Context: an optimization exercise on an open-source flow, tuned for small area, a short achievable clock period and few clock cycles per item. The choices shown serve that exercise and are no tape-out recipe. In this exercise RTL edits were held to simulation tests only and were not proved equivalent to the original. No activity file was given, so power comes from the tool's default toggle rates.

==> flow/design.v, too long to show whole: its modules and the start of the top module <==
// module prefix_gcell: 12 lines
// module prefix_pcell: 11 lines
// module prefix_invcell: 6 lines
// module prefix_xcell: 7 lines
// module prefix_pgcell: 10 lines
// module prefix_pg0cell: 11 lines
// module prefix_sumcell: 9 lines
// module prefix_slice_adder: 2130 lines
// module prefix_add_unit: 59 lines
module prefix_add_unit (
  input  logic         clk_i,
  input  logic         rst_i,
  input  logic         flush_i,
  input  logic         req_valid_i,
  output logic         req_ready_o,
  input  logic [255:0] req_a_i,
  input  logic [255:0] req_b_i,
  input  logic         req_sub_i,
  input  logic         req_cin_i,
  output logic         resp_valid_o,
  input  logic         resp_ready_i,
  output logic [255:0] resp_sum_o,
  output logic         resp_cout_o,
  output logic         resp_ovf_o,
  output logic         busy_o
);
  // ...
==> flow/flow/run.sh <==
#!/bin/bash
# Standard ORFS layout, except that the port buffers are the smallest
# buffer cell (buf_1) instead of the cell buffer_ports picks by default.
set -e
echo 'export BUFFER_PORTS_ARGS = -buffer_cell sky130_fd_sc_hd__buf_1' >> "$FLOW_CONFIG"
bash standard.sh > standard.log 2>&1
==> flow/standard.sh <==
#!/bin/bash
# synth_recipe.tcl (not shown) runs the flow's synth.tcl, then flattens the netlist and writes it again
# the make line also repeats each setting of config.mk as NAME=value (left out here)
make -C /OpenROAD-flow-scripts/flow DESIGN_CONFIG=/design/flow/config.mk WORK_HOME=/design/flow/orfs CLKGATE_MAP_FILE= SYNTH_SCRIPT=/design/flow/synth_recipe.tcl "${@:-finish}"
==> flow/config.mk <==
export PLATFORM = sky130hd
export DESIGN_NAME = prefix_add_unit
export DESIGN_NICKNAME = prefix_add_unit
export VERILOG_FILES = /design/flow/design.v
export SDC_FILE = /design/flow/constraint.sdc
export NUM_CORES = 4
export LEC_CHECK = 0
export CAP_MARGIN = 20
export CORE_ASPECT_RATIO = 0.33
export CORE_MARGIN = 2
export CORE_UTILIZATION = 45
export SETUP_SLACK_MARGIN = 1.3
export SLEW_MARGIN = 20
export SYNTH_HIERARCHICAL = 1
export SYNTH_MINIMUM_KEEP_SIZE = 0
export BUFFER_PORTS_ARGS = -buffer_cell sky130_fd_sc_hd__buf_1
==> flow/constraint.sdc <==
create_clock -name core_clock -period 5.5 [get_ports {clk_i}]
set_input_delay 1.1000 -clock core_clock [delete_from_list [all_inputs] [get_ports {clk_i}]]
set_output_delay 1.1000 -clock core_clock [all_outputs]
set_load 0.01 [all_outputs]
==> results by group, run 1 <==
Die
  • Core area: 45,800 µm²
  • # rows: 45
  • Total Die Area: 48,200 µm²
  • Initial Util: 45.5%

Logic synthesis
  • Fraction of registers with async set/reset: 0%
  • Avg Inst Size Synth: 9.39 µm²
  • Dominant cell type by area after synthesis: edfxtp_1
  • Syn Nets: 2,736

Hold path
  • Worst hold endpoint: valid_q$_SDFFE_PP0P_

Critical path
  • CP Data Arrival Time: 4.45 ns
  • Reg2reg start: valid_q$_SDFFE_PP0P_
  • Type of origin of the critical path: input pin
  • Buffers & Inverters on Critical Path: 3
  • WP depth: 18
  • CP max stage delay: 0.33 ns

Cells and area
  • Fin nets: 3,595
  • Ant. Diodes: 2
  • Fin util: 58.4%
  • Reg area: 7770 µm²
  • Largest Register: sum_q
  • FFs & Latches: 259

Global route
  • First-pass GRT wire length: 90,700 µm
  • Gr ovfl total: 0
  • Largest net degree at the start of global routing: 120

Placement
  • DP Area: 25,000 µm²
  • # placed instances: 3,647
  • Detailed Place HPWL: 48,600 µm

Detailed routing
  • Drt via density: 4.91
  • Routed wire length per instance: 16.7 µm
  • Routed Antenna Nets: 0
  • Top sig layer: met5

Outcome
  • Status: timing/DRC/antenna clean

Clock tree
  • CTS H-tree depth: 1
  • Clk Latency, worst-skew pair: 0.56 ns
  • CTS tree: done
  • CTS clk-pin slew, worst paths: 0.07 ns
  • Post-CTS sizing: 17

Power
  • Net Switching: 2.89 mW
  • Cell area power density: 293 nW/µm²
  • Combinational gate power: 3.38 mW
Testbench counts, summed over its fixed seeds: cycles 1,288, items 1,280.
==> run 2: changes to the inputs <==
--- a/flow/config.mk
+++ b/flow/config.mk
@@ -9,7 +9,7 @@
 export CORE_ASPECT_RATIO = 0.33
 export CORE_MARGIN = 2
 export CORE_UTILIZATION = 45
-export SETUP_SLACK_MARGIN = 1.3
+export SETUP_SLACK_MARGIN = 1.9
 export SLEW_MARGIN = 20
 export SYNTH_HIERARCHICAL = 1
 export SYNTH_MINIMUM_KEEP_SIZE = 0
==> results by group, run 2 <==
Outcome
  • Status: timing/DRC/antenna clean

Timing
  • Unrepaired setup endpoints after global routing: yes
  • Tmin final: 3.71 ns
  • Slew Limit Headroom: 33.4%
  • Slew @ Worst Pin: 0.999 ns
  • Final setup violation count: 0
  • Final Hold Vio Count: 0
  • Fmax achieved: 0.270 GHz
  • Slew Viols, Final: 0
  • Fraction of the cycle the final worst path needs: 67.4%
  • Worst Clk Skew: 0.00615 ns
  • Setup WS post-layout: 1.79 ns

Logic synthesis
  • Library cells used by synthesis: 18
  • Avg Inst Size Synth: 9.39 µm² (unchanged)
  • Cells after Synth: 2,217
  • Dominant cell type by area after synthesis: edfxtp_1
  • Top post-synthesis cells by count: xor2_1 (385), xnor2_1 (383), nand2_1 (345), o21ai_1 (261), edfxtp_1 (258)
  • Sequential fraction of the synthesis area: 37.3%
  • Number of flops mapped to enable cells by yosys: 258
  • Top FF cell, synth: edfxtp_1
  • Top cells by area, synth: edfxtp_1 (37%), xor2_1 (16%), xnor2_1 (16%)
  • #FFs+latches synth: 259
  • Top-area cell type share of the netlist area: 37.2%
  • Syn Nets: 2,736 (unchanged)
  • Syn. warnings: 7
  • Most frequent cell after synthesis: xor2_1
  • Post-synthesis cell area: 20,800 µm²
  • Fraction of registers with async set/reset: 0% (unchanged)

Global route
  • Initial antenna violation count: 5
  • Largest net degree at the start of global routing: 78 (-35%)
  • Gr ovfl total: 0 (unchanged)
  • All-Layer GR Usage: 26.3%
  • Vias in the first global route: 17,659
  • First-pass GRT wire length: 98,000 µm (+8.1%)

Clock tree
  • CTS clk-pin slew, worst paths: 0.07 ns (about the same)
  • Bufs on Longest Clock Path: 3
  • CTS tree: done
  • Root Driver: clkbuf_16
  • Clk sinks: 259
  • CTS buffer count: 25
  • CTS H-tree depth: 1 (unchanged)
  • Clk Latency, worst-skew pair: 0.54 ns (-0.02 ns)

Placement
  • I/O Buffers: 779
  • Routability cong.: 0.965
  • Detailed Place HPWL: 51,100 µm (+5.0%)
  • # placed instances: 3,647 (unchanged)
  • Pre-CTS WS: 0.577 ns

Critical path
  • Critical Path End: sum_q[191]$_DFFE_PP_
  • Reg2reg start: valid_q$_SDFFE_PP0P_
  • R2R depth: 3
  • R2R Path End: sum_q[247]$_DFFE_PP_
  • Worst reg-to-reg setup slack: 3.29 ns
  • Required time of the critical path: 5.79 ns
  • Worst Setup SP: req_b_i[0]
  • Worst-path fanout max: 5
  • Type of origin of the critical path: input pin
  • CP Data Arrival Time: 3.99 ns (-0.46 ns)
  • CP Capture Type: flip-flop
  • Kind of critical path: in2reg

Power
  • Leakage: 10.7 nW
  • Maximum vdd drop: 0.140 mV
  • Cell area power density: 283 nW/µm² (-3.3%)

Detailed routing
  • # DRC: 0
  • Routed wire length per instance: 18.2 µm (+9.3%)
  • Via count: 18,850
  • Routed Antenna Nets: 0 (unchanged)
  • Drt initial violations: 1,063
  • TritonRoute pass-1 iters: 5
  • Post-Route WL: 69,000 µm
  • Drt via density: 4.99 (+1.6%)

Cells and area
  • P&R area growth vs syn: 42.6%
  • FILL cells: 3,860
  • Final cell count without fillers: 3,780
  • Fin nets: 3,645 (+1.4%)
  • Most frequent cells in the layout: buf_1 (775), xor2_1 (375), nand2_1 (335)
  • Max FFs per register: 256
  • Share of cells above drive strength 1: 22.0%
  • Most common cell after layout, fill and taps aside: buf_1
  • Largest Register: sum_q
  • Fin util: 64.8% (+6.5 points)

Die
  • Total Die Area: 48,200 µm² (unchanged)
  • # rows: 45 (unchanged)
  • I/O pins: 780
  • Initial Util: 45.5% (unchanged)
  • Die W: 378 µm
  • Core area: 45,800 µm² (unchanged)
  • Die Y: 128 µm

Hold path
  • Hold Path Class: reg2reg
  • Hold path startpoint: valid_q$_SDFFE_PP0P_

Job
  • Max-cap viol count: 0
## run 2: cell counts after synthesis
No cell type changed its count.
## run 2: metrics by stage
stage                     power [mW]  hold WS, ns  area [µm²]  setup TNS [ns]
after floorplan                 5.07        0.671       21200         -663.43
after global placement          5.90        0.654       25100               0
after detailed placement        5.95        0.660       25100               0
after CTS                       8.06        0.673       28000               0
after global routing            8.86        0.710       29700               0
final                           8.40        0.677       29700               0
## run 2: Yosys stat by module (local to each module, per instance), excerpt
module	flip-flops and latches	cells	cell area, µm²
prefix_xcell	0	1	8.76
prefix_invcell	0	1	3.75
prefix_add_unit	259	267	7830
prefix_pgcell	0	2	12.5
prefix_pg0cell	0	2	26.3
## run 2: final cells by class
class | instances | area, µm² | area share [%]
antenna | 4 | 10.0 | 0.0337
clock buffer | 33 | 656 | 2.21
clock inverter | 10 | 97.6 | 0.329
inverter | 131 | 492 | 1.66
multi-input combinational | 1827 | 15500 | 52.3
sequential | 259 | 7770 | 26.2
tap | 634 | 793 | 2.67
timing repair buffer | 882 | 4340 | 14.6
## run 2: cells by family (layout without fill, tap and decap cells)
kind of cell | Yosys count | after routing | synth area share (%)
XOR/XNOR | 769 | 769 | 32.4
flip-flops | 259 | 259 | 37.3
other | 0 | 4 | 0
AO/OA/AOI/OAI | 526 | 527 | 18.2
AND/OR/NAND/NOR | 530 | 530 | 9.66
buffers and inverters | 132 | 1056 | 2.40
multiplexers | 1 | 1 | 0.0481
## run 2: how the worst min path moves through the flow
stage | slack [ns] | endpoint | cells after the start
2_1_floorplan | 0.67 | valid_q$_SDFFE_PP0P_ | 2
3_3_place_gp | 0.65 | valid_q$_SDFFE_PP0P_ | 2
3_5_place_dp | 0.66 | valid_q$_SDFFE_PP0P_ | 2
4_1_cts | 0.67 | valid_q$_SDFFE_PP0P_ | 2
5_1_grt | 0.71 | valid_q$_SDFFE_PP0P_ | 2
6_report | 0.68 | valid_q$_SDFFE_PP0P_ | 2
## run 2: timing repair
action,4_1_cts,5_1_grt
setup buffers,25,42
pin swaps,30,56
hold buffers,0,0
setup endpoints to repair,210,122
gates cloned,12,7
resized for setup,233,193
## run 2: power by group
group          internal, mW  total [mW]  switching (mW)
sequential             2.62        2.69          0.0690
combinational          1.71        3.98            2.27
clock                 0.931        1.74           0.807
## run 2: critical path, stage by stage
cell and delay, ns:
buf_8 0.10, xor2_4 0.18, xnor2_4 0.20, mux2i_4 0.32, o21ai_4 0.09, a21oi_4 0.20
o21ai_4 0.08, a21oi_4 0.19, o21ai_4 0.09, a21oi_4 0.25, o21ai_4 0.10, buf_12 0.15
clkbuf_16 0.18, a21boi_4 0.24, o21ai_4 0.10, a21oi_2 0.17, o21ai_1 0.09, xnor2_1 0.14
## run 2: layer usage
layer,global-route usage [%],vias to the layer above,share of wire (%)
li1,-,9263,-
met1,34.3,9030,43
met2,46.8,446,50
met3,3.19,109,3.7
met4,6.05,2,2.6
met5,0,-,0.019
==> run 3: changes to the inputs <==
--- a/flow/config.mk
+++ b/flow/config.mk
@@ -5,11 +5,12 @@
 export SDC_FILE = /design/flow/constraint.sdc
 export NUM_CORES = 4
 export LEC_CHECK = 0
+export ABC_AREA = 1
 export CAP_MARGIN = 20
 export CORE_ASPECT_RATIO = 0.33
 export CORE_MARGIN = 2
 export CORE_UTILIZATION = 45
-export SETUP_SLACK_MARGIN = 1.9
+export SETUP_SLACK_MARGIN = 1.6
 export SLEW_MARGIN = 20
 export SYNTH_HIERARCHICAL = 1
 export SYNTH_MINIMUM_KEEP_SIZE = 0
==> results by group, run 3 <==
Cells and area
  • Share of cells above drive strength 1: 12.1% (-9.8 points)
  • FILL cells: 6,486 (+68%)
  • P&R area growth vs syn: 30.5%
  • Most common cell after layout, fill and taps aside: nand2_1
  • Largest Register: sum_q
  • Max FFs per register: 256 (unchanged)
  • Most frequent cells in the layout: nand2_1 (2,123), inv_1 (1,799), buf_1 (778)
  • Fin util: 59.8% (-5.0 points)
  • Fin nets: 6,887 (+89%)

Logic synthesis
  • Synth Area in Compound Gates: 11.9% (-6.2 points)
  • Post-Synth XOR/XNOR Area: 7.36% (-25 points)
  • Top cells by area, synth: nand2_1 (26%), edfxtp_1 (25%), inv_1 (22%)
  • Mux share of post-synthesis cell area: 0% (-0.048 points)
  • Adder-cell share of the synthesized area: 0% (unchanged)
  • #FFs+latches synth: 259 (unchanged)
  • Avg Inst Size Synth: 5.61 µm² (-40%)
  • Top FF cell, synth: edfxtp_1
  • Syn Nets: 5,949 (+120%)
  • Cells after Synth: 5,430 (+140%)
  • Post-synthesis cell area: 30,500 µm² (+46%)
  • Number of flops mapped to enable cells by yosys: 258 (unchanged)
  • Fraction of registers with async set/reset: 0% (unchanged)
  • Library cells used by synthesis: 17 (-1)
  • Combinational family with the most area after synthesis: simple AND/OR/NAND/NOR gates
  • Sequential fraction of the synthesis area: 25.5% (-12 points)
  • Most frequent cell after synthesis: nand2_1
  • Post-Synth Simple-Gate Area: 33.0% (+23 points)
  • Syn. warnings: 7 (unchanged)
  • Dominant cell type by area after synthesis: nand2_1
  • Top post-synthesis cells by count: nand2_1 (2,142), inv_1 (1,803), o21ai_1 (261), edfxtp_1 (258), nand3_1 (256)
  • Top-area cell type share of the netlist area: 26.4% (-11 points)

Timing
  • Final Hold Vio Count: 0 (unchanged)
  • Slew Viols, Final: 0 (unchanged)
  • Slew @ Worst Pin: 1.05 ns (+0.0554 ns)
  • Fraction of the cycle the final worst path needs: 71.2% (+3.8 points)
  • Tmin final: 3.92 ns (+0.211 ns)
  • Fmax achieved: 0.255 GHz (-5.4%)
  • Slew Limit Headroom: 29.7% (-3.6 points)
  • Setup tns final: 0 ns (unchanged)
  • Final setup violation count: 0 (unchanged)
  • Unrepaired setup endpoints after global routing: yes
  • Worst Clk Skew: 0.0184 ns (+0.0123 ns)

Hold path
  • Hold path cells: 2 (unchanged)
  • Hold Path Class: reg2reg

Detailed routing
  • Top sig layer: met4
  • DR WL met3: 3930 µm (+52%)
  • Routed Antenna Nets: 0 (unchanged)
  • DR WL met2: 49,200 µm (+42%)
  • # DRC: 0 (unchanged)
  • Drt initial violations: 2,161 (+100%)
  • TritonRoute pass-1 iters: 6 (+1)
  • Routed wire length per instance: 13.7 µm (-25%)
  • Via count: 33,424 (+77%)
  • DRT met1 WL: 43,400 µm (+45%)
  • Drt via density: 4.58 (-8.2%)
  • Post-Route WL: 99,900 µm (+45%)

Power
  • Leakage: 23.2 nW (+120%)
  • Sw Ratio: 41.4% (+4.0 points)
  • Cell area power density: 210 nW/µm² (-26%)
  • Maximum vdd drop: 0.244 mV (+74%)
  • Internal power: 4.89 mW (-6.9%)
  • Clock share of power: 23.3% (+2.6 points)
  • Logic pwr share: 46.6% (-0.7 points)
  • Net Switching: 3.47 mW (+10%)
  • Flop pwr share: 30.0% (-2.0 points)

Critical path
  • Worst-path cell chain: clkbuf_16 -> buf_16 -> buf_16 -> clkbuf_16 -> xnor2_4 -> nor2_2 -> nand2_2 -> o21ai_2 -> a21oi_4 -> buf_12 -> o21ai_4 -> a21oi_4 -> o21ai_4 -> buf_12 -> buf_16 -> a21oi_4 -> o21ai_4 -> a21oi_4 -> o21ai_2 -> inv_1 -> nand2_1 -> nand2_1
  • Buffers & Inverters on Critical Path: 8 (+5)
  • Required time of the critical path: 5.85 ns (+0.06 ns)
  • Kind of critical path: in2reg
  • CP max stage delay: 0.21 ns (-0.11 ns)
  • CP max-delay cell: o21ai_4
  • CP Capture Type: flip-flop
  • Type of origin of the critical path: input pin
  • Worst-path fanout max: 9 (+4)
  • R2R depth: 4 (+1)
  • Delay-heaviest family, CP: compound AO/OA/AOI/OAI gates
  • WP depth: 22 (+4)
  • CP dominant cell by count: a21oi_4
  • CP Data Arrival Time: 4.27 ns (+0.28 ns)

Clock tree
  • CTS tree: done
  • Bufs on Longest Clock Path: 3 (unchanged)
  • CTS H-tree depth: 1 (unchanged)
  • CTS buffer count: 28 (+12%)
  • Clk Latency, worst-skew pair: 0.60 ns (+0.06 ns)
  • Root Driver: clkbuf_16
  • CTS clk-pin slew, worst paths: 0.07 ns (about the same)
  • Clk sinks: 259 (unchanged)

Die
  • Die W: 457 µm (+21%)
  • Total Die Area: 70,100 µm² (+45%)
  • Die Y: 153 µm (+20%)
  • # rows: 54 (+20%)
  • I/O pins: 780 (unchanged)
  • Initial Util: 45.9% (+0.40 points)
  • Core area: 66,400 µm² (+45%)

Placement
  • Detailed Place HPWL: 76,400 µm (+50%)
  • Routability cong.: 0.915 (-5.3%)
  • I/O Buffers: 779 (unchanged)

Global route
  • Largest net degree at the start of global routing: 63 (-19%)
  • Initial antenna violation count: 14 (+9)
  • Vias in the first global route: 29,408 (+67%)
  • Gr ovfl total: 0 (unchanged)
  • First-pass GRT wire length: 148,000 µm (+51%)
  • All-Layer GR Usage: 26.1% (-0.11 points)

Job
  • Max-cap viol count: 0 (unchanged)

Outcome
  • Status: timing/DRC/antenna clean
run 3: cell types whose count changed after synthesis, sizes merged, moves of 46 or more:
cell,delta
nand2,+1800
inv,+1673
xor2,-384
nand3,+257
xnor2,-129
a21oi,+85
a21boi,-84
o21ai,+46
o21bai,-46
run 3: what timing repair did:
action                                  in CTS  in global routing
gates resized for setup                    105                304
gates cloned                                12                 16
hold buffers                                 0                  0
endpoints found under the setup margin     187                108
pin swaps                                   13                 88
setup buffers                               12                 39
run 3: through the flow:
step | instances | hold slack, ns | cell area [µm²] | power [mW] | setup WS (ns)
2_1_floorplan | 5430 | 0.569 | 30800 | 4.93 | 0.0451
3_3_place_gp | 7155 | 0.568 | 35500 | 5.84 | 0.445
3_5_place_dp | 7155 | 0.563 | 35500 | 5.93 | 0.375
4_1_cts | 7230 | 0.576 | 37400 | 8.07 | 1.59
5_1_grt | 7299 | 0.594 | 39700 | 8.96 | 1.51
6_report | 7299 | 0.567 | 39700 | 8.36 | 1.58
run 3: final cells by class:
type,count,area [µm²],share of cell area (%)
multi-input cells,3366,18200,45.8
flip-flops and latches,259,7770,19.6
inverters,1804,6800,17.1
repair buffers,909,4960,12.5
well taps,896,1120,2.82
clock buffers,39,763,1.92
clock inverters,12,77.6,0.195
diodes,14,35.0,0.0882
run 3: cell families (layout without fill, tap and decap cells):
logic type / Yosys count / count (layout)
AOI/OAI and AO/OA: 526 / 526
xor gates and xnor gates: 256 / 256
buffers and inverters: 1805 / 2764
DFF: 259 / 259
other: 0 / 14
and+or+nand+nor: 2584 / 2584
run 3: routing by layer:
layer,GRT usage (%),up-vias
met2,46.9,615
met5,0,-
li1,-,17621
met3,3.10,163
met1,32.5,15025
met4,9.25,0
run 3: path summary, 6_finish.rpt:
| path | from | endpoint | slack, ns |
|---|---|---|---|
| worst min-delay path | valid_q$_SDFFE_PP0P_ | valid_q$_SDFFE_PP0P_ | 0.57 |
| worst max-delay path | req_sub_i | sum_q[255]$_DFFE_PP_ | 1.58 |
| worst max register to register | valid_q$_SDFFE_PP0P_ | sum_q[5]$_DFFE_PP_ | 3.22 |
| worst min register to register | valid_q$_SDFFE_PP0P_ | valid_q$_SDFFE_PP0P_ | 0.57 |
run 3: Yosys stat by module (local to each module, per instance), excerpt:
module           cells inside  cell area, µm²
prefix_pgcell               6            28.8
prefix_pg0cell             12            55.1
prefix_xcell                5            18.8
prefix_add_unit           272            7840
prefix_invcell              1            3.75
run 3: worst min-delay path, stage by stage (launching register included):
cell	delay (ns)
dfxtp_1	0.37
nand2_8	0.10
a21oi_2	0.05
run 3: power groups by stage:
| stage | sequential, mW | clock, mW | combinational, mW |
|---|---|---|---|
| global route | 2.52 | 2.07 | 4.36 |
| global placement | 2.55 | 0 | 3.28 |
| detailed placement | 2.56 | 0 | 3.37 |
| CTS | 2.51 | 2.00 | 3.55 |
| floorplan | 2.64 | 0 | 2.29 |
| finish | 2.51 | 1.95 | 3.90 |
==> run 4: changes to the inputs <==
--- a/flow/config.mk
+++ b/flow/config.mk
@@ -5,7 +5,6 @@
 export SDC_FILE = /design/flow/constraint.sdc
 export NUM_CORES = 4
 export LEC_CHECK = 0
-export ABC_AREA = 1
 export CAP_MARGIN = 20
 export CORE_ASPECT_RATIO = 0.33
 export CORE_MARGIN = 2
==> results by group, run 4 <==
Critical path
  • Reg2reg start: valid_q$_SDFFE_PP0P_
  • CP Capture Type: flip-flop
  • R2R depth: 3 (-1)
  • Required time of the critical path: 5.78 ns (-0.07 ns)
  • Type of origin of the critical path: input pin
  • Worst reg-to-reg setup slack: 3.16 ns (-0.06 ns)
  • CP Data Arrival Time: 4.14 ns (-0.13 ns)
  • Worst-path fanout max: 10 (+1)
  • R2R Path End: sum_q[119]$_DFFE_PP_
  • Kind of critical path: in2reg

Placement
  • I/O Buffers: 779 (unchanged)
  • Detailed Place HPWL: 51,500 µm (-33%)
  • Routability cong.: 0.921 (+0.70%)
  • # placed instances: 3,650 (-49%)

Cells and area
  • Most frequent cells in the layout: buf_1 (776), xor2_1 (383), nand2_1 (344)
  • P&R area growth vs syn: 33.8%
  • Most common cell after layout, fill and taps aside: buf_1
  • Largest Register: sum_q
  • Fin nets: 3,604 (-48%)
  • FILL cells: 4,113 (-37%)
  • Final cell count without fillers: 3,740 (-49%)
  • Max FFs per register: 256 (unchanged)
  • Share of cells above drive strength 1: 16.7% (+4.6 points)

Die
  • Initial Util: 45.5% (-0.40 points)
  • Core area: 45,800 µm² (-31%)
  • Die W: 378 µm (-17%)
  • I/O pins: 780 (unchanged)
  • Die Y: 128 µm (-17%)
  • Total Die Area: 48,200 µm² (-31%)
  • # rows: 45 (-17%)

Clock tree
  • Clk Latency, worst-skew pair: 0.56 ns (-0.04 ns)
  • CTS clk-pin slew, worst paths: 0.06 ns (about the same)
  • Root Driver: clkbuf_16
  • Clk sinks: 259 (unchanged)
  • CTS H-tree depth: 1 (unchanged)
  • Cts hold-fix bufs: 0 (unchanged)
  • CTS buffer count: 26 (-7.1%)
  • Bufs on Longest Clock Path: 3 (unchanged)
  • CTS tree: done

Timing
  • Tmin final: 3.85 ns (-0.0655 ns)
  • Worst Clk Skew: 0.0148 ns (-0.00363 ns)
  • Slew @ Worst Pin: 1.05 ns (-0.00755 ns)
  • Slew Viols, Final: 0 (unchanged)
  • Final Hold Vio Count: 0 (unchanged)
  • Slew Limit Headroom: 30.2% (+0.43 points)
  • Final setup violation count: 0 (unchanged)
  • Fraction of the cycle the final worst path needs: 70.0% (-1.2 points)
  • Worst Hold Slack: 0.666 ns (+0.0989 ns)
  • Unrepaired setup endpoints after global routing: yes
  • Fmax achieved: 0.260 GHz (+1.7%)

Logic synthesis
  • Adder-cell share of the synthesized area: 0% (unchanged)
  • Syn Nets: 2,736 (-54%)
  • Library cells used by synthesis: 18 (+1)
  • Most frequent cell after synthesis: xor2_1
  • Sequential fraction of the synthesis area: 37.3% (+12 points)
  • Dominant cell type by area after synthesis: edfxtp_1
  • Syn. warnings: 7 (unchanged)
  • Fraction of registers with async set/reset: 0% (unchanged)
  • Number of flops mapped to enable cells by yosys: 258 (unchanged)
  • Avg Inst Size Synth: 9.39 µm² (+67%)
  • Post-Synth XOR/XNOR Area: 32.4% (+25 points)
  • #FFs+latches synth: 259 (unchanged)
  • Post-Synth Simple-Gate Area: 9.66% (-23 points)
  • Top FF cell, synth: edfxtp_1
  • Synth Area in Compound Gates: 18.2% (+6.2 points)
  • Top cells by area, synth: edfxtp_1 (37%), xor2_1 (16%), xnor2_1 (16%)
  • Post-synthesis cell area: 20,800 µm² (-32%)
  • Mux share of post-synthesis cell area: 0.0481% (+0.048 points)
  • Top-area cell type share of the netlist area: 37.2% (+11 points)
  • Combinational family with the most area after synthesis: XOR/XNOR gates
  • Cells after Synth: 2,217 (-59%)
  • Top post-synthesis cells by count: xor2_1 (385), xnor2_1 (383), nand2_1 (345), o21ai_1 (261), edfxtp_1 (258)

Global route
  • Gr ovfl total: 0 (unchanged)
  • Initial antenna violation count: 1 (-13)
  • All-Layer GR Usage: 26.0% (-0.16 points)
  • Largest net degree at the start of global routing: 81 (+29%)
  • Vias in the first global route: 17,787 (-40%)
  • First-pass GRT wire length: 97,900 µm (-34%)

Detailed routing
  • Routed Antenna Nets: 0 (unchanged)
  • TritonRoute pass-1 iters: 5 (-1)
  • Via count: 18,505 (-45%)
  • Post-Route WL: 65,900 µm (-34%)
  • DR WL met3: 3040 µm (-23%)
  • Drt via density: 4.95 (+8.0%)
  • Routed wire length per instance: 17.6 µm (+29%)
  • DR WL met2: 32,400 µm (-34%)
  • Top sig layer: met4
  • Drt initial violations: 928 (-57%)
  • # DRC: 0 (unchanged)
  • DRT met1 WL: 28,800 µm (-34%)

Power
  • Maximum vdd drop: 0.267 mV (+9.7%)
  • Leakage: 9.93 nW (-57%)
  • Cell area power density: 291 nW/µm² (+38%)

Job
  • Max-cap viol count: 0 (unchanged)

Hold path
  • Hold Path Class: reg2reg
  • Worst hold endpoint: valid_q$_SDFFE_PP0P_
  • Hold path startpoint: valid_q$_SDFFE_PP0P_
  • Hold path cells: 2 (unchanged)

Outcome
  • Status: timing/DRC/antenna clean
-- run 4: cell count changes in the layout (fill, tap and decap cells not counted), moves of 32 or more --
cell / previous run / this run
a21oi_2: 195 / 120
nor2_1: 117 / 164
xor2_1: 1 / 383
xnor2_1: 123 / 276
nand2_1: 2123 / 344
a21boi_2: 0 / 84
o21ai_2: 129 / 38
o21bai_1: 0 / 32
nand3_1: 240 / 0
o21ai_1: 158 / 208
nor2_2: 49 / 14
inv_1: 1799 / 131
-- run 4: cell type report --
class / instances / area [µm²] / share of cell area (%)
multi-input cells: 1827 / 14100 / 50.8
well taps: 634 / 793 / 2.85
clock buffers: 32 / 694 / 2.49
flip-flops and latches: 259 / 7770 / 27.9
inverters: 131 / 492 / 1.77
clock inverters: 15 / 125 / 0.449
diodes: 2 / 5.00 / 0.0180
repair buffers: 840 / 3830 / 13.7
-- run 4: cell families after synthesis --
kind of cell | after synthesis
AOI/OAI and AO/OA | 526
muxes | 1
DFF | 259
and+or+nand+nor | 530
buffers and inverters | 132
xor gates and xnor gates | 769
-- run 4: how the worst max path moves through the flow --
stage                           start                   end  slack [ns]  depth (start not counted)
after floorplan           req_valid_i      cout_q$_DFFE_PP_       -2.57                          1
after global placement      req_sub_i  sum_q[151]$_DFFE_PP_        0.71                         19
after detailed placement    req_sub_i       ovf_q$_DFFE_PP_        0.61                         19
after CTS                   req_sub_i  sum_q[163]$_DFFE_PP_        1.60                         19
after global routing        req_sub_i  sum_q[231]$_DFFE_PP_        1.56                         17
final                       req_sub_i  sum_q[239]$_DFFE_PP_        1.65                         18
-- run 4: metrics by stage --
stage / util (%) / worst slack [ns] / TNS (ns) / power, mW / area, µm²
final: 60.8 / 1.65 / 0 / 8.10 / 27800
after detailed placement: 54.9 / 0.610 / 0 / 5.96 / 25200
after global routing: 60.8 / 1.56 / 0 / 8.56 / 27800
after floorplan: - / -2.57 / -663.43 / 5.07 / 21200
after global placement: 54.9 / 0.712 / 0 / 5.91 / 25200
after CTS: 59.1 / 1.60 / 0 / 8.01 / 27000
-- run 4: critical path, stage by stage --
cell	delay [ns]
buf_12	0.16
buf_16	0.21
buf_6	0.23
xnor2_2	0.13
nand2_1	0.10
o21ai_1	0.12
a21oi_2	0.16
o21ai_1	0.12
a21oi_2	0.25
o21ai_1	0.11
buf_4	0.20
a21oi_4	0.26
o21ai_1	0.15
a21oi_4	0.24
o21ai_4	0.10
a21oi_2	0.19
o21ai_1	0.10
xnor2_1	0.16
-- run 4: repair_timing --
action,CTS,global route
gates resized for setup,102,100
pin swaps,11,17
endpoints found under the setup margin,126,86
gates cloned,9,4
buffers inserted,14,14
-- run 4: Yosys stat by module (local to each module, per instance), a selection --
module | times used | flops+latches
prefix_add_unit | 1 | 259
prefix_invcell | 130 | 0
prefix_pg0cell | 1 | 0
prefix_pgcell | 255 | 0
prefix_xcell | 256 | 0
-- run 4: where the power goes --
| part | total [mW] | internal, mW | switching (mW) |
|---|---|---|---|
| clock | 1.83 | 0.990 | 0.841 |
| combinational | 3.57 | 1.46 | 2.11 |
| sequential | 2.69 | 2.62 | 0.0691 |
-- run 4: per-layer routing --
layer / vias to the layer above / track usage, %
li1: 9177 / -
met1: 8757 / 33.9
met4: 0 / 6.82
met3: 96 / 3.72
met5: - / 0
met2: 475 / 45.5
==> run 5: changes to the inputs <==
==> flow/flow/run.sh (replaced) <==
#!/bin/bash
# Standard ORFS layout, except that the port buffers are the smallest
# buffer cell (buf_1) instead of the cell buffer_ports picks by default,
# and ABC sizes the gates for a light load (1 fF instead of the platform's
# 5 fF), leaving upsizing to the timing repair that follows placement.
set -e
echo 'export BUFFER_PORTS_ARGS = -buffer_cell sky130_fd_sc_hd__buf_1' >> "$FLOW_CONFIG"
bash standard.sh ABC_LOAD_IN_FF=1 finish > standard.log 2>&1
--- a/flow/config.mk
+++ b/flow/config.mk
@@ -9,7 +9,7 @@
 export CORE_ASPECT_RATIO = 0.33
 export CORE_MARGIN = 2
 export CORE_UTILIZATION = 45
-export SETUP_SLACK_MARGIN = 1.6
+export SETUP_SLACK_MARGIN = 1.9
 export SLEW_MARGIN = 20
 export SYNTH_HIERARCHICAL = 1
 export SYNTH_MINIMUM_KEEP_SIZE = 0
==> results by group, run 5 <==
Outcome
  • Status: timing/DRC/antenna clean

Placement
  • # placed instances: 3,620 (-0.82%)
  • I/O Buffers: 779 (unchanged)
  • Detailed Place HPWL: 51,200 µm (-0.63%)
  • Routability cong.: 0.931 (+1.1%)

Detailed routing
  • # DRC: 0 (unchanged)
  • Routed Antenna Nets: 0 (unchanged)
  • Drt via density: 5.08 (+2.6%)
  • DR WL met2: 34,500 µm (+6.5%)
  • DRT met1 WL: 30,100 µm (+4.6%)
  • Via count: 19,180 (+3.6%)
  • Top sig layer: met4
  • Drt initial violations: 1,188 (+28%)
  • DR WL met3: 3070 µm (+1.1%)
  • Post-Route WL: 70,000 µm (+6.2%)
  • TritonRoute pass-1 iters: 5 (unchanged)
  • Routed wire length per instance: 18.5 µm (+5.2%)

Die
  • Initial Util: 45.6% (+0.13 points)
  • I/O pins: 780 (unchanged)
  • Total Die Area: 46,400 µm² (-3.9%)
  • # rows: 44 (-2.2%)
  • Die W: 371 µm (-2.0%)
  • Core area: 43,800 µm² (-4.3%)
  • Die Y: 125 µm (-2.0%)

Logic synthesis
  • Sequential fraction of the synthesis area: 38.9% (+1.6 points)
  • Cells after Synth: 2,217 (unchanged)
  • Syn Nets: 2,736 (unchanged)
  • Top post-synthesis cells by count: xor2_1 (385), xnor2_1 (384), nand2_1 (345), o21ai_1 (261), edfxtp_1 (258)
  • Top cells by area, synth: edfxtp_1 (39%), xor2_1 (17%), xnor2_1 (17%)
  • Library cells used by synthesis: 17 (-1)
  • Post-synthesis cell area: 20,000 µm² (-4.0%)
  • Top FF cell, synth: edfxtp_1
  • Avg Inst Size Synth: 9.01 µm² (-4.0%)
  • Fraction of registers with async set/reset: 0% (unchanged)
  • Syn. warnings: 7 (unchanged)
  • Dominant cell type by area after synthesis: edfxtp_1
  • Number of flops mapped to enable cells by yosys: 258 (unchanged)
  • Most frequent cell after synthesis: xor2_1
  • #FFs+latches synth: 259 (unchanged)
  • Top-area cell type share of the netlist area: 38.8% (+1.5 points)

Timing
  • Final Hold Vio Count: 0 (unchanged)
  • Final setup violation count: 0 (unchanged)
  • Slew Viols, Final: 0 (unchanged)
  • Worst Clk Skew: 0.00763 ns (-0.00717 ns)
  • Worst Hold Slack: 0.686 ns (+0.0208 ns)
  • Unrepaired setup endpoints after global routing: yes
  • Tmin final: 3.74 ns (-0.111 ns)
  • Fraction of the cycle the final worst path needs: 68.0% (-2.0 points)
  • Slew Limit Headroom: 47.1% (+17 points)
  • Fmax achieved: 0.267 GHz (+3.0%)
  • Slew @ Worst Pin: 0.794 ns (-0.253 ns)

Critical path
  • Required time of the critical path: 5.81 ns (+0.03 ns)
  • Worst-path fanout max: 5 (-5)
  • Kind of critical path: in2reg
  • Type of origin of the critical path: input pin
  • CP max-delay cell: mux2i_4
  • CP Capture Type: flip-flop
  • CP max stage delay: 0.30 ns (+0.04 ns)
  • Worst-path cell chain: buf_8 -> xor2_4 -> xnor2_4 -> mux2i_4 -> o21ai_4 -> a21oi_4 -> o21ai_4 -> a21oi_4 -> o21ai_4 -> buf_12 -> a21oi_4 -> o21ai_4 -> buf_6 -> buf_12 -> a21oi_4 -> o21ai_4 -> a21oi_4 -> o21ai_2 -> xor2_1
  • CP Data Arrival Time: 4.05 ns (-0.09 ns)

Power
  • Maximum vdd drop: 0.201 mV (-25%)
  • Internal power: 5.29 mW (+4.2%)
  • Sw Ratio: 37.3% (-0.038 points)
  • Cell area power density: 286 nW/µm² (-1.8%)
  • Clock share of power: 21.0% (-1.6 points)
  • Net Switching: 3.14 mW (+4.0%)
  • Flop pwr share: 31.9% (-1.3 points)
  • Design Power: 8.43 mW (+4.1%)
  • Leakage: 10.8 nW (+8.7%)
  • Logic pwr share: 47.1% (+2.9 points)

Cells and area
  • P&R area growth vs syn: 47.7%
  • Final cell count without fillers: 3,777 (+0.99%)
  • Fin nets: 3,675 (+2.0%)
  • Share of cells above drive strength 1: 19.5% (+2.8 points)
  • FILL cells: 3,644 (-11%)
  • Largest Register: sum_q
  • Area occupied by multi-input gates: 15,100 µm² (+6.7%)
  • Most frequent cells in the layout: buf_1 (772), xor2_1 (366), nand2_1 (329)
  • Reg area: 7770 µm² (unchanged)
  • Most common cell after layout, fill and taps aside: buf_1
  • Max FFs per register: 256 (unchanged)

Global route
  • First-pass GRT wire length: 99,700 µm (+1.8%)
  • All-Layer GR Usage: 27.8% (+1.8 points)
  • Vias in the first global route: 18,063 (+1.6%)
  • Largest net degree at the start of global routing: 121 (+49%)
  • Gr ovfl total: 0 (unchanged)
  • Initial antenna violation count: 4 (+3)

Clock tree
  • Bufs on Longest Clock Path: 3 (unchanged)
  • CTS clk-pin slew, worst paths: 0.07 ns (about the same)
  • Cts hold-fix bufs: 0 (unchanged)
  • Clk Latency, worst-skew pair: 0.56 ns (about the same)
  • CTS buffer count: 25 (-3.8%)
  • Root Driver: clkbuf_16
  • CTS H-tree depth: 1 (unchanged)
  • CTS tree: done
  • Clk sinks: 259 (unchanged)

Hold path
  • Hold Path Class: reg2reg

Job
  • Max-cap viol count: 0 (unchanged)
run 5: cell count changes after synthesis, moves of 84 or more:
cell	before	now
a21boi_2	84	0
a21boi_1	0	84
a21oi_1	0	134
a21oi_2	134	0
run 5: modules after synthesis, one instance, submodules excluded, a selection:
| module | copies in the design | cells | area, µm² |
|---|---|---|---|
| prefix_xcell | 256 | 1 | 8.76 |
| prefix_pgcell | 255 | 2 | 12.5 |
| prefix_add_unit | 1 | 267 | 7830 |
| prefix_invcell | 130 | 1 | 3.75 |
| prefix_pg0cell | 1 | 2 | 18.8 |
run 5: final timing paths:
kind | start | end | slack [ns] | cells after the start
setup / recovery | req_b_i[0] | ovf_q$_DFFE_PP_ | 1.76 | 19
hold / removal | valid_q$_SDFFE_PP0P_ | valid_q$_SDFFE_PP0P_ | 0.69 | 2
hold reg to reg | valid_q$_SDFFE_PP0P_ | valid_q$_SDFFE_PP0P_ | 0.69 | 2
setup reg to reg | valid_q$_SDFFE_PP0P_ | sum_q[209]$_DFFE_PP_ | 3.57 | 3
run 5: final cells by class:
type | count | area share (%)
flip-flops and latches | 259 | 26.3
repair buffers | 913 | 15.7
well taps | 598 | 2.54
diodes | 6 | 0.0509
clock inverters | 17 | 0.479
inverters | 131 | 1.67
clock buffers | 27 | 2.15
multi-input cells | 1826 | 51.1
run 5: metal layers:
metal  GRT usage [%]  vias up
li1                -     9309
met1            36.2     9265
met2            47.5      485
met3            4.03      121
met4            9.48        0
met5               0        -
run 5: kinds of logic after synthesis:
family / synth area share, %
XOR/XNOR: 33.7
AND/OR/NAND/NOR: 10.0
AO/OA/AOI/OAI: 14.8
flip-flops: 38.9
buffers and inverters: 2.50
multiplexers: 0.0501
run 5: power by group through the flow:
stage               combinational, mW  sequential [mW]  clock [mW]
detailed placement               3.05             2.73           0
finish                           3.97             2.69        1.77
global placement                 3.00             2.73           0
CTS                              3.49             2.69        1.80
floorplan                        2.04             2.87           0
global route                     4.28             2.71        1.88
run 5: critical path, delay by kind of cell:
family | cells | cell delay [ns]
multiplexers | 1 | 0.30
AO/OA/AOI/OAI | 11 | 1.56
XOR/XNOR | 3 | 0.57
buffers and inverters | 4 | 0.51
run 5: per-stage QoR:
stage / worst slack, ns / utilization (%) / setup TNS, ns / instance area (µm²)
floorplan: -2.57 / - / -663.43 / 20500
global placement: 0.239 / 55.9 / 0 / 24500
detailed placement: 0.140 / 55.9 / 0 / 24500
CTS: 1.77 / 62.6 / 0 / 27400
global route: 1.66 / 67.3 / 0 / 29500
finish: 1.76 / 67.3 / 0 / 29500
run 5: what timing repair did:
action	in CTS	in global routing
gates resized for setup	233	292
endpoints found under the setup margin	222	164
pin swaps	46	76
setup buffers	48	43
cloned	10	6
==> run 6: changes to the inputs <==
--- a/flow/config.mk
+++ b/flow/config.mk
@@ -9,7 +9,7 @@
 export CORE_ASPECT_RATIO = 0.33
 export CORE_MARGIN = 2
 export CORE_UTILIZATION = 45
-export SETUP_SLACK_MARGIN = 1.9
+export SETUP_SLACK_MARGIN = 1.3
 export SLEW_MARGIN = 20
 export SYNTH_HIERARCHICAL = 1
 export SYNTH_MINIMUM_KEEP_SIZE = 0
==> results by group, run 6 <==
Power
  • Net Switching: 2.74 mW (-13%)
  • Logic pwr share: 41.0% (-6.1 points)
  • Sw Ratio: 36.8% (-0.46 points)
  • Cell area power density: 295 nW/µm² (+3.4%)
  • Clock share of power: 22.9% (+1.9 points)
  • Maximum vdd drop: 0.173 mV (-14%)
  • Internal power: 4.70 mW (-11%)
  • Leakage: 8.89 nW (-18%)
  • Flop pwr share: 36.1% (+4.2 points)

Clock tree
  • CTS clk-pin slew, worst paths: 0.07 ns (about the same)
  • CTS tree: done
  • Clk sinks: 259 (unchanged)
  • Cts hold-fix bufs: 0 (unchanged)
  • CTS H-tree depth: 1 (unchanged)
  • CTS buffer count: 25 (unchanged)
  • Bufs on Longest Clock Path: 3 (unchanged)
  • Root Driver: clkbuf_16
  • Clk Latency, worst-skew pair: 0.56 ns (about the same)

Logic synthesis
  • Number of flops mapped to enable cells by yosys: 258 (unchanged)
  • Sequential fraction of the synthesis area: 38.9% (unchanged)
  • Cells after Synth: 2,217 (unchanged)
  • #FFs+latches synth: 259 (unchanged)
  • Avg Inst Size Synth: 9.01 µm² (unchanged)
  • Top post-synthesis cells by count: xor2_1 (385), xnor2_1 (384), nand2_1 (345), o21ai_1 (261), edfxtp_1 (258)
  • Dominant cell type by area after synthesis: edfxtp_1
  • Top-area cell type share of the netlist area: 38.8% (unchanged)
  • Post-synthesis cell area: 20,000 µm² (unchanged)
  • Library cells used by synthesis: 17 (unchanged)
  • Fraction of registers with async set/reset: 0% (unchanged)
  • Top FF cell, synth: edfxtp_1
  • Top cells by area, synth: edfxtp_1 (39%), xor2_1 (17%), xnor2_1 (17%)
  • Syn. warnings: 7 (unchanged)
  • Syn Nets: 2,736 (unchanged)
  • Most frequent cell after synthesis: xor2_1

Placement
  • Detailed Place HPWL: 51,800 µm (+1.2%)
  • I/O Buffers: 779 (unchanged)
  • Pre-CTS WS: 0.340 ns (+0.200 ns)
  • # placed instances: 3,620 (unchanged)
  • Routability cong.: 0.935 (+0.40%)

Cells and area
  • Final cell count without fillers: 3,668 (-2.9%)
  • Ant. Diodes: 0 (-6)
  • Most common cell after layout, fill and taps aside: buf_1
  • P&R area growth vs syn: 26.1%
  • Max FFs per register: 256 (unchanged)
  • Fin nets: 3,574 (-2.7%)
  • Most frequent cells in the layout: buf_1 (777), xor2_1 (384), xnor2_1 (374)
  • Largest Register: sum_q
  • Share of cells above drive strength 1: 4.53% (-15 points)

Die
  • I/O pins: 780 (unchanged)
  • # rows: 44 (unchanged)
  • Total Die Area: 46,400 µm² (unchanged)
  • Die W: 371 µm (unchanged)
  • Core area: 43,800 µm² (unchanged)
  • Die Y: 125 µm (unchanged)
  • Initial Util: 45.6% (unchanged)

Critical path
  • CP Capture Type: flip-flop
  • Worst-path fanout max: 11 (+6)
  • Required time of the critical path: 5.80 ns (about the same)
  • Type of origin of the critical path: input pin
  • Worst reg-to-reg setup slack: 3.30 ns (-0.27 ns)
  • Kind of critical path: in2reg
  • CP Data Arrival Time: 4.35 ns (+0.30 ns)

Detailed routing
  • # DRC: 0 (unchanged)
  • Routed wire length per instance: 17.2 µm (-7.2%)
  • Routed Antenna Nets: 0 (unchanged)
  • Drt initial violations: 1,165 (-1.9%)
  • TritonRoute pass-1 iters: 5 (unchanged)
  • Via count: 18,214 (-5.0%)
  • Post-Route WL: 63,100 µm (-9.9%)
  • Drt via density: 4.97 (-2.2%)

Timing
  • Slew @ Worst Pin: 0.970 ns (+0.177 ns)
  • Slew Viols, Final: 0 (unchanged)
  • Final Hold Vio Count: 0 (unchanged)
  • Slew Limit Headroom: 35.2% (-12 points)
  • Worst Clk Skew: 0.0184 ns (+0.0107 ns)
  • Final setup violation count: 0 (unchanged)
  • Unrepaired setup endpoints after global routing: no
  • Fraction of the cycle the final worst path needs: 73.6% (+5.6 points)
  • Tmin final: 4.05 ns (+0.310 ns)
  • Fmax achieved: 0.247 GHz (-7.7%)
  • Setup WS post-layout: 1.45 ns (-0.310 ns)

Outcome
  • Status: timing/DRC/antenna clean

Global route
  • Most used routing layer: met2
  • Met1 usage: 35.5% (-0.71 points)
  • Met3 GRT Util: 3.48% (-0.55 points)
  • All-Layer GR Usage: 26.1% (-1.7 points)
  • Initial antenna violation count: 2 (-2)
  • Gr ovfl total: 0 (unchanged)
  • GR Util met2: 44.6% (-2.9 points)
  • First-pass GRT wire length: 94,000 µm (-5.6%)
  • Vias in the first global route: 16,715 (-7.5%)
  • Largest net degree at the start of global routing: 73 (-40%)

Hold path
  • Hold Path Class: reg2reg

Job
  • Max-cap viol count: 0 (unchanged)
[run 6: cell counts after synthesis]
No cell type changed its count.
[run 6: power by group through the flow]
stage | sequential [mW] | combinational (mW) | clock (mW)
after floorplan | 2.87 | 1.96 | 0
after global placement | 2.73 | 2.94 | 0
after detailed placement | 2.73 | 2.98 | 0
after CTS | 2.69 | 3.00 | 1.75
after global routing | 2.71 | 3.36 | 1.82
final | 2.69 | 3.05 | 1.70
[run 6: repair_timing]
item | in CTS | in global routing
resized for setup | 2 | 29
cloned | 0 | 2
pin swaps | 1 | 1
setup buffers | 2 | 2
endpoints found under the setup margin | 97 | 89
hold endpoints to repair | 0 | 0
[run 6: critical path: stages]
cell,delay [ns]
clkbuf_2,0.15
xor2_2,0.18
xnor2_2,0.23
mux2i_2,0.30
o21ai_2,0.14
a21oi_4,0.27
o21ai_4,0.13
a21oi_4,0.28
o21ai_4,0.13
a21oi_4,0.24
o21ai_4,0.07
buf_4,0.22
a21oi_4,0.23
o21ai_2,0.11
a21oi_1,0.24
o21ai_1,0.12
xnor2_1,0.16
[run 6: layout make-up]
cell class	instances	area [µm²]
clock buffers	31	648
clock inverters	11	77.6
fillers	4190	18600
inverters	131	492
multi-input cells	1826	12100
flip-flops and latches	259	7770
well taps	598	748
repair buffers	812	3350
[run 6: worst paths after layout]
kind / cells after the start / start / end
setup / recovery: 17 / req_a_i[0] / sum_q[143]$_DFFE_PP_
hold / removal: 2 / valid_q$_SDFFE_PP0P_ / valid_q$_SDFFE_PP0P_
setup reg to reg: 3 / valid_q$_SDFFE_PP0P_ / sum_q[237]$_DFFE_PP_
hold reg to reg: 2 / valid_q$_SDFFE_PP0P_ / valid_q$_SDFFE_PP0P_
[run 6: cell families (layout without fill, tap and decap cells)]
kind of cell              count (synthesis)  after routing  synth area share (%)
xor gates and xnor gates                769            769                  33.7
and+or+nand+nor                         530            530                  10.0
AOI/OAI and AO/OA                       526            526                  14.8
DFF                                     259            259                  38.9
buffers and inverters                   132            985                  2.50
muxes                                     1              1                0.0501
[run 6: Yosys stat by module (local to each module, per instance), a selection]
| module | cells | flops+latches | times used |
|---|---|---|---|
| prefix_pgcell | 2 | 0 | 255 |
| prefix_pg0cell | 2 | 0 | 1 |
| prefix_xcell | 1 | 0 | 256 |
| prefix_add_unit | 267 | 259 | 1 |
| prefix_invcell | 1 | 0 | 130 |
[run 6: through the flow]
step / hold slack (ns) / cell area, µm² / power (mW) / utilization [%] / TNS [ns]
after CTS: 0.666 / 25000 / 7.43 / 57.0 / 0
after global placement: 0.659 / 24200 / 5.67 / 55.2 / 0
after detailed placement: 0.663 / 24200 / 5.71 / 55.2 / 0
after global routing: 0.694 / 25200 / 7.89 / 57.5 / 0
after floorplan: 0.671 / 20200 / 4.83 / - / -663.43
final: 0.659 / 25200 / 7.43 / 57.5 / 0
[run 6: per-layer routing]
layer  share of wire, %  routed length [µm]  vias to the layer above
met5              0.021                  13                        -
met4                2.5                1600                        2
met3                4.4                2800                       86
met2                 48               30100                      428
met1                 45               28600                     8598
li1                   -                   -                     9100
==> run 7: changes to the inputs <==
--- a/flow/config.mk
+++ b/flow/config.mk
@@ -9,7 +9,7 @@
 export CORE_ASPECT_RATIO = 0.33
 export CORE_MARGIN = 2
 export CORE_UTILIZATION = 45
-export SETUP_SLACK_MARGIN = 1.3
+export SETUP_SLACK_MARGIN = 1.6
 export SLEW_MARGIN = 20
 export SYNTH_HIERARCHICAL = 1
 export SYNTH_MINIMUM_KEEP_SIZE = 0
==> results by group, run 7 <==
Outcome
  • Status: timing/DRC/antenna clean

Logic synthesis
  • Syn. warnings: 7 (unchanged)
  • #FFs+latches synth: 259 (unchanged)
  • Sequential fraction of the synthesis area: 38.9% (unchanged)
  • Avg Inst Size Synth: 9.01 µm² (unchanged)
  • Post-Synth XOR/XNOR Area: 33.7% (unchanged)
  • Mux share of post-synthesis cell area: 0.0501% (unchanged)
  • Post-synthesis cell area: 20,000 µm² (unchanged)
  • Syn Nets: 2,736 (unchanged)
  • Top cells by area, synth: edfxtp_1 (39%), xor2_1 (17%), xnor2_1 (17%)
  • Top-area cell type share of the netlist area: 38.8% (unchanged)
  • Fraction of registers with async set/reset: 0% (unchanged)
  • Library cells used by synthesis: 17 (unchanged)
  • Dominant cell type by area after synthesis: edfxtp_1
  • Synth Area in Compound Gates: 14.8% (unchanged)
  • Number of flops mapped to enable cells by yosys: 258 (unchanged)
  • Top FF cell, synth: edfxtp_1
  • Post-Synth Simple-Gate Area: 10.0% (unchanged)
  • Combinational family with the most area after synthesis: XOR/XNOR gates
  • Adder-cell share of the synthesized area: 0% (unchanged)
  • Cells after Synth: 2,217 (unchanged)
  • Most frequent cell after synthesis: xor2_1
  • Top post-synthesis cells by count: xor2_1 (385), xnor2_1 (384), nand2_1 (345), o21ai_1 (261), edfxtp_1 (258)

Clock tree
  • CTS tree: done
  • CTS clk-pin slew, worst paths: 0.07 ns (about the same)
  • Clk sinks: 259 (unchanged)
  • Root Driver: clkbuf_16
  • Bufs on Longest Clock Path: 3 (unchanged)
  • CTS H-tree depth: 1 (unchanged)
  • CTS buffer count: 26 (+4.0%)
  • Clk Latency, worst-skew pair: 0.55 ns (about the same)
  • Cts hold-fix bufs: 0 (unchanged)

Placement
  • I/O Buffers: 779 (unchanged)
  • Detailed Place HPWL: 50,000 µm (-3.4%)
  • Routability cong.: 0.922 (-1.4%)
  • Pre-CTS WS: 0.439 ns (+0.0988 ns)

Global route
  • Vias in the first global route: 17,235 (+3.1%)
  • All-Layer GR Usage: 25.5% (-0.57 points)
  • Initial antenna violation count: 5 (+3)
  • First-pass GRT wire length: 92,600 µm (-1.5%)
  • Largest net degree at the start of global routing: 92 (+26%)
  • Gr ovfl total: 0 (unchanged)

Timing
  • Setup tns final: 0 ns (unchanged)
  • Final Hold Vio Count: 0 (unchanged)
  • Worst Clk Skew: 0.0103 ns (-0.00802 ns)
  • Slew Limit Headroom: 36.6% (+1.4 points)
  • Unrepaired setup endpoints after global routing: no
  • Final setup violation count: 0 (unchanged)
  • Fmax achieved: 0.262 GHz (+6.0%)
  • Tmin final: 3.82 ns (-0.230 ns)
  • Setup WS post-layout: 1.68 ns (+0.230 ns)
  • Slew @ Worst Pin: 0.950 ns (-0.0208 ns)
  • Worst Hold Slack: 0.653 ns (-0.00602 ns)
  • Fraction of the cycle the final worst path needs: 69.5% (-4.2 points)
  • Slew Viols, Final: 0 (unchanged)

Detailed routing
  • Post-Route WL: 63,400 µm (+0.42%)
  • Routed wire length per instance: 17.1 µm (-0.40%)
  • Via count: 18,385 (+0.94%)
  • TritonRoute pass-1 iters: 5 (unchanged)
  • # DRC: 0 (unchanged)
  • Routed Antenna Nets: 0 (unchanged)
  • DRT met1 WL: 27,300 µm (-4.6%)
  • DR WL met3: 3160 µm (+13%)
  • Drt via density: 4.97 (+0.12%)
  • Drt initial violations: 1,013 (-13%)
  • DR WL met2: 30,700 µm (+2.0%)
  • Top sig layer: met5

Cells and area
  • Max FFs per register: 256 (unchanged)
  • Share of cells above drive strength 1: 9.78% (+5.3 points)
  • Fin util: 61.0% (+3.5 points)
  • FILL cells: 3,955 (-5.6%)
  • P&R area growth vs syn: 33.8%
  • Fin nets: 3,598 (+0.67%)
  • Largest Register: sum_q
  • Most frequent cells in the layout: buf_1 (775), xor2_1 (384), nand2_1 (342)
  • Most common cell after layout, fill and taps aside: buf_1

Power
  • Design Power: 7.93 mW (+6.7%)
  • Cell area power density: 297 nW/µm² (+0.50%)
  • Leakage: 9.67 nW (+8.8%)
  • Maximum vdd drop: 0.193 mV (+12%)

Die
  • Die Y: 125 µm (unchanged)
  • Total Die Area: 46,400 µm² (unchanged)
  • Initial Util: 45.6% (unchanged)
  • Die W: 371 µm (unchanged)
  • I/O pins: 780 (unchanged)
  • # rows: 44 (unchanged)
  • Core area: 43,800 µm² (unchanged)

Job
  • Max-cap viol count: 0 (unchanged)

Critical path
  • Required time of the critical path: 5.79 ns (about the same)
  • CP Data Arrival Time: 4.11 ns (-0.24 ns)
  • Type of origin of the critical path: input pin
  • Kind of critical path: in2reg
  • Worst-path fanout max: 13 (+2)
  • CP Capture Type: flip-flop

Hold path
  • Hold Path Class: reg2reg
-- run 7: cell families (layout without fill, tap and decap cells) --
family          count (synthesis)  after routing
mux                             1              1
other cells                     0              2
buf+inv                       132           1013
compound gates                526            526
flops                         259            259
simple gates                  530            530
xor+xnor                      769            769
-- run 7: worst paths after layout --
path	startpoint	to	slack, ns	depth (start not counted)
worst min register to register	valid_q$_SDFFE_PP0P_	valid_q$_SDFFE_PP0P_	0.65	2
worst min-delay path	valid_q$_SDFFE_PP0P_	valid_q$_SDFFE_PP0P_	0.65	2
worst max register to register	valid_q$_SDFFE_PP0P_	sum_q[242]$_DFFE_PP_	3.31	3
worst max-delay path	req_sub_i	sum_q[239]$_DFFE_PP_	1.68	17
-- run 7: final cells by class --
class,count,area (µm²),area share (%)
multi-input cells,1826,13200,49.4
flip-flops and latches,259,7770,29.1
repair buffers,835,3620,13.6
well taps,598,748,2.80
clock buffers,34,722,2.70
inverters,131,492,1.84
clock inverters,13,163,0.609
diodes,2,5.00,0.0187
-- run 7: report_power, final --
| group | internal, mW | switching [mW] | leakage (nW) |
|---|---|---|---|
| clock | 1.11 | 0.833 | 0.434 |
| sequential | 2.62 | 0.0666 | 2.42 |
| combinational | 1.35 | 1.95 | 6.81 |
-- run 7: critical path, cell delays in order --
cell and delay, ns:
clkbuf_16 0.18, clkbuf_16 0.23, buf_4 0.17, xnor2_1 0.36, nor2_1 0.13, a21oi_1 0.19
o21ai_1 0.11, a21oi_1 0.17, o21ai_2 0.10, a21oi_4 0.26, o21ai_4 0.09, buf_12 0.17
a21oi_4 0.25, o21ai_4 0.09, a21oi_2 0.19, o21ai_1 0.09, xnor2_1 0.14
-- run 7: per-layer routing --
metal	vias up	global-route usage, %
met3	125	4.62
li1	9170	-
met1	8640	32.3
met2	448	44.3
met5	-	0
met4	2	8.34
-- run 7: timing repair --
item,CTS,global route
pin swaps,5,18
resized for setup,72,106
setup buffers,9,15
cloned,2,4
endpoints found under the setup margin,181,83
-- run 7: per-stage QoR --
stage	instance area (µm²)	instances
floorplan	20400	2217
global placement	24400	3619
detailed placement	24400	3619
CTS	25800	3677
global route	26700	3697
finish	26700	3698
-- run 7: Yosys stat by module, one instance, submodules excluded, a selection --
module           cell area [µm²]  cells inside
prefix_add_unit             7830           267
prefix_xcell                8.76             1
prefix_pgcell               12.5             2
prefix_invcell              3.75             1
prefix_pg0cell              18.8             2

-- afterwards: timing with drivers on the ports --
Ports are ideal in the flow. The routed layouts listed here were re-timed in OpenROAD. Step 1 assumes that a clkbuf_16 drives the clock port and a buf_2 every other input. Step 2 adds t to the input delays and takes it off the output delays; t is the mean of the earliest and latest rising clock arrival at the registers after step 1. Input paths then give back, and output paths get back, about the clock's delay inside the block. Three values: no drivers, after step 1, after step 2; two values: the first two.
run	shift t [ns]	slack for setup (ns)	hold slack, ns	clock arrival spread, ns	worst data-port slew with drivers (ns)
run 1	0.607	1.359 / 1.394 / 0.787	0.674 / 0.674 / 0.674	0.019 / 0.018	0.14
run 2	0.599	1.794 / 1.557 / 0.958	0.677 / 0.677 / 0.677	0.012 / 0.011	0.31
run 3	0.645	1.583 / 1.604 / 0.958	0.567 / 0.567 / 0.567	0.025 / 0.025	0.11
run 4	0.618	1.649 / 1.649 / 1.031	0.666 / 0.666 / 0.666	0.016 / 0.016	0.12
run 5	0.615	1.760 / 1.560 / 0.944	0.686 / 0.686 / 0.686	0.015 / 0.015	0.29
run 6	0.610	1.449 / 1.450 / 0.840	0.659 / 0.659 / 0.659	0.020 / 0.020	0.15
run 7	0.606	1.679 / 1.405 / 0.799	0.653 / 0.653 / 0.653	0.014 / 0.014	0.36
After both steps every run listed still meets setup and hold. For run 7, which loses most, drivers alone change the setup slack by -0.274 ns; drivers and shift together by -0.880 ns.
